Context: an optimization exercise on an open-source flow, tuned for small area, a short achievable clock period and few clock cycles per item. The choices shown serve that exercise and are no tape-out recipe. Only simulation tests tie the RTL to the original design; equivalence was not proved. Power figures rest on the tool's default switching activity, not on a simulated workload.

v59:
## cache_top
module cache_top (
    input  logic                     clk,
    input  logic                     reset,
    input  logic                     cpuRead,
    input  logic                     cpuWrite,
    input  logic [32-1:0] cpuAddr,
    input  logic [32-1:0] cpuWriteData,
    output logic [32-1:0] cpuReadData,
    output logic                     cpuDone,
    output logic                     busReq,
    input  logic                     busGnt,
    output logic [32-1:0] busAddr,
    output logic [32-1:0] busWriteData,
    output logic                     busRead,
    output logic                     busReadEx,
    output logic                     busInvalidate,
    output logic                     memWrite,
    input  logic [32-1:0] busReadData,
    input  logic                     dataInBus,
    input  logic                     sharedIn,
    input  logic                     memWriteDone,
    input  logic                     allInvalidationDone,
    input  logic                     snoopValid,
    input  logic                     snoopInvalidate,
    input  logic [32-1:0] snoopAddr,
    output logic                     invalidationDone
);
    localparam int TW = 26;
    localparam int DW = 32;
    localparam int IW = 4;
    localparam int NS = 16;
    localparam int NW = 4;
    localparam logic [1:0] StIdle = 2'd0;
    localparam logic [1:0] StBus  = 2'd1;
    localparam logic [1:0] StDone = 2'd2;
    logic [NS-1:0][NW-1:0][TW-1:0] lineTag;
    logic [NS-1:0][NW-1:0][1:0]    lineState;
    logic [NS-1:0][NW-1:0][DW-1:0] lineData;
    logic [NS-1:0][1:0]            pointer;
    logic [1:0] state;
    logic          req;
    logic [IW-1:0] cpuIdx;
    logic [IW-1:0] snpIdx;
    logic [TW-1:0] cpuTag;
    logic [TW-1:0] tag;
    logic [3:0]    selHi;
    logic [3:0]    selLo;
    logic [NS-1:0] setSelVec;
    assign req    = cpuRead | cpuWrite;
    assign cpuIdx = cpuAddr[2 +: IW];
    assign snpIdx = snoopAddr[2 +: IW];
    assign cpuTag = cpuAddr[32-1 -: TW];
    assign tag    = snoopValid ? snoopAddr[32-1 -: TW] : cpuTag;
    always_comb
    begin
        for (int k = 0; k < 4; k++)
        begin
            selHi[k] = snoopValid ? (snpIdx[3:2] == 2'(k)) : (cpuIdx[3:2] == 2'(k));
            selLo[k] = snoopValid ? (snpIdx[1:0] == 2'(k)) : (cpuIdx[1:0] == 2'(k));
        end
  ...
For scale: roughly 11000 cells after synthesis, ~4000 flip-flops, about 240 I/O pins, roughly 0.16 sq mm of cells after synthesis.
Settings: LEC_CHECK=0, CAP_MARGIN=20, CORE_MARGIN=2, CORE_UTILIZATION=35, PLACE_DENSITY=0.45, SETUP_SLACK_MARGIN=5, SLEW_MARGIN=20; clock period 14.0 ns.
standard.sh (not shown) runs the stock make flow with config.mk's settings and CLKGATE_MAP_FILE= SYNTH_SCRIPT=/design/flow/synth_recipe.tcl, a recipe that flattens the netlist after the stock synthesis.
==> flow/flow/run.sh <==
#!/bin/bash
# Standard ORFS layout with a tighter setup margin for timing repair and a
# clock tree of larger sink clusters without dummy loads
bash standard.sh SETUP_SLACK_MARGIN=8.5 \
  "CTS_ARGS=-sink_clustering_enable -repair_clock_nets -dont_use_dummy_load -sink_clustering_size 20 -sink_clustering_max_diameter 80 -buf_list sky130_fd_sc_hd__clkbuf_16" \
  finish > standard.log 2>&1
v59 finished every stage and its layout cleared the timing, design-rule and antenna checks.
Testbench counts of v59, summed over its fixed seeds: cycles 100,378, accesses 24,000.
The following lists how v37 was set up differently from v59:
Settings: a change of CORE_UTILIZATION from 35 to 45; a change of PLACE_DENSITY from 0.45 to 0.55.
==> flow/flow/run.sh <==
#!/bin/bash
# Standard ORFS layout with a tighter setup margin for timing repair and a
# clock tree of larger sink clusters without dummy loads
bash standard.sh SETUP_SLACK_MARGIN=8 \
  "CTS_ARGS=-sink_clustering_enable -repair_clock_nets -dont_use_dummy_load -sink_clustering_size 20 -sink_clustering_max_diameter 80 -buf_list sky130_fd_sc_hd__clkbuf_16" \
  finish > standard.log 2>&1
--- outcome ---
v37 -> v59: number of failing hold endpoints at the final stage delta 0, exact match. Number of DRC violations after detailed routing essentially unchanged between v59 and v37. Compared with v59, v37 shows a lower register-to-register setup slack.
Modified inputs, v57 compared to v37
Settings: a change of CORE_UTILIZATION from 45 to 35; a change of PLACE_DENSITY from 0.55 to 0.45.
==> flow/flow/run.sh <==
#!/bin/bash
# Standard ORFS layout with a tighter setup margin for timing repair and a
# clock tree of clkbuf_8 cells without dummy loads
bash standard.sh SETUP_SLACK_MARGIN=8 \
  "CTS_ARGS=-sink_clustering_enable -repair_clock_nets -dont_use_dummy_load -buf_list sky130_fd_sc_hd__clkbuf_8" \
  finish > standard.log 2>&1
--- outcome ---
- Logic depth of the worst setup path including buffers: v57 < v37
- When v57 is set beside v37, its non-clock buffer count turns out to be 138 smaller.
- Total wire length (lower): v37
What v54 does differently from v57 at the input level:
Settings: changing PLACE_DENSITY from 0.45 to 0.5; changing CORE_UTILIZATION from 35 to 40.
==> flow/flow/run.sh <==
#!/bin/bash
# Standard ORFS layout with a tighter setup margin for timing repair and a
# clock tree of larger sink clusters without dummy loads
bash standard.sh SETUP_SLACK_MARGIN=8 \
  "CTS_ARGS=-sink_clustering_enable -repair_clock_nets -dont_use_dummy_load -sink_clustering_size 20 -sink_clustering_max_diameter 80 -buf_list sky130_fd_sc_hd__clkbuf_16" \
  finish > standard.log 2>&1
==> run notes <==
Buffering overhead (lower): v57
v57 reports its critical path launch point as dataInBus while v54 reports snoopValid.
Of v54 and v57, the lower fraction of area in registers belongs to v57.
v54 against v57: sequential share of power now larger, total negative slack for setup checks was more or less identical.

static timing again, ports no longer ideal:
The flow's constraints put no driver on any port. The routed layouts listed below were extracted and timed again, unchanged, in two steps.
Step 1 sets driving cells, clkbuf_16 on the clock port and buf_2 on the other inputs (assumed; they add their load-dependent delay and slew).
Step 2 adds t to the input delays and takes it off the output delays; t is the mean of the earliest and latest rising clock arrival at the registers after step 1. Input paths then give back, and output paths get back, about the clock's delay inside the block.
Slacks: no drivers / after step 1 / after step 2; pairs: no drivers / after step 1.
run	t, ns	slack for setup (ns)	clock arrival spread, ns	cell pins on the clock port's net
v59	1.111	7.721 / 7.474 / 6.363	0.133 / 0.133	1
v37	1.090	7.827 / 7.599 / 6.509	0.094 / 0.094	1
v57	1.379	7.708 / 7.577 / 6.198	0.107 / 0.106	1
v54	1.099	7.472 / 7.324 / 6.225	0.110 / 0.110	1
After both steps every run listed still meets setup and hold. For v57, which loses most, drivers alone change the setup slack by -0.131 ns; drivers and shift together by -1.510 ns.
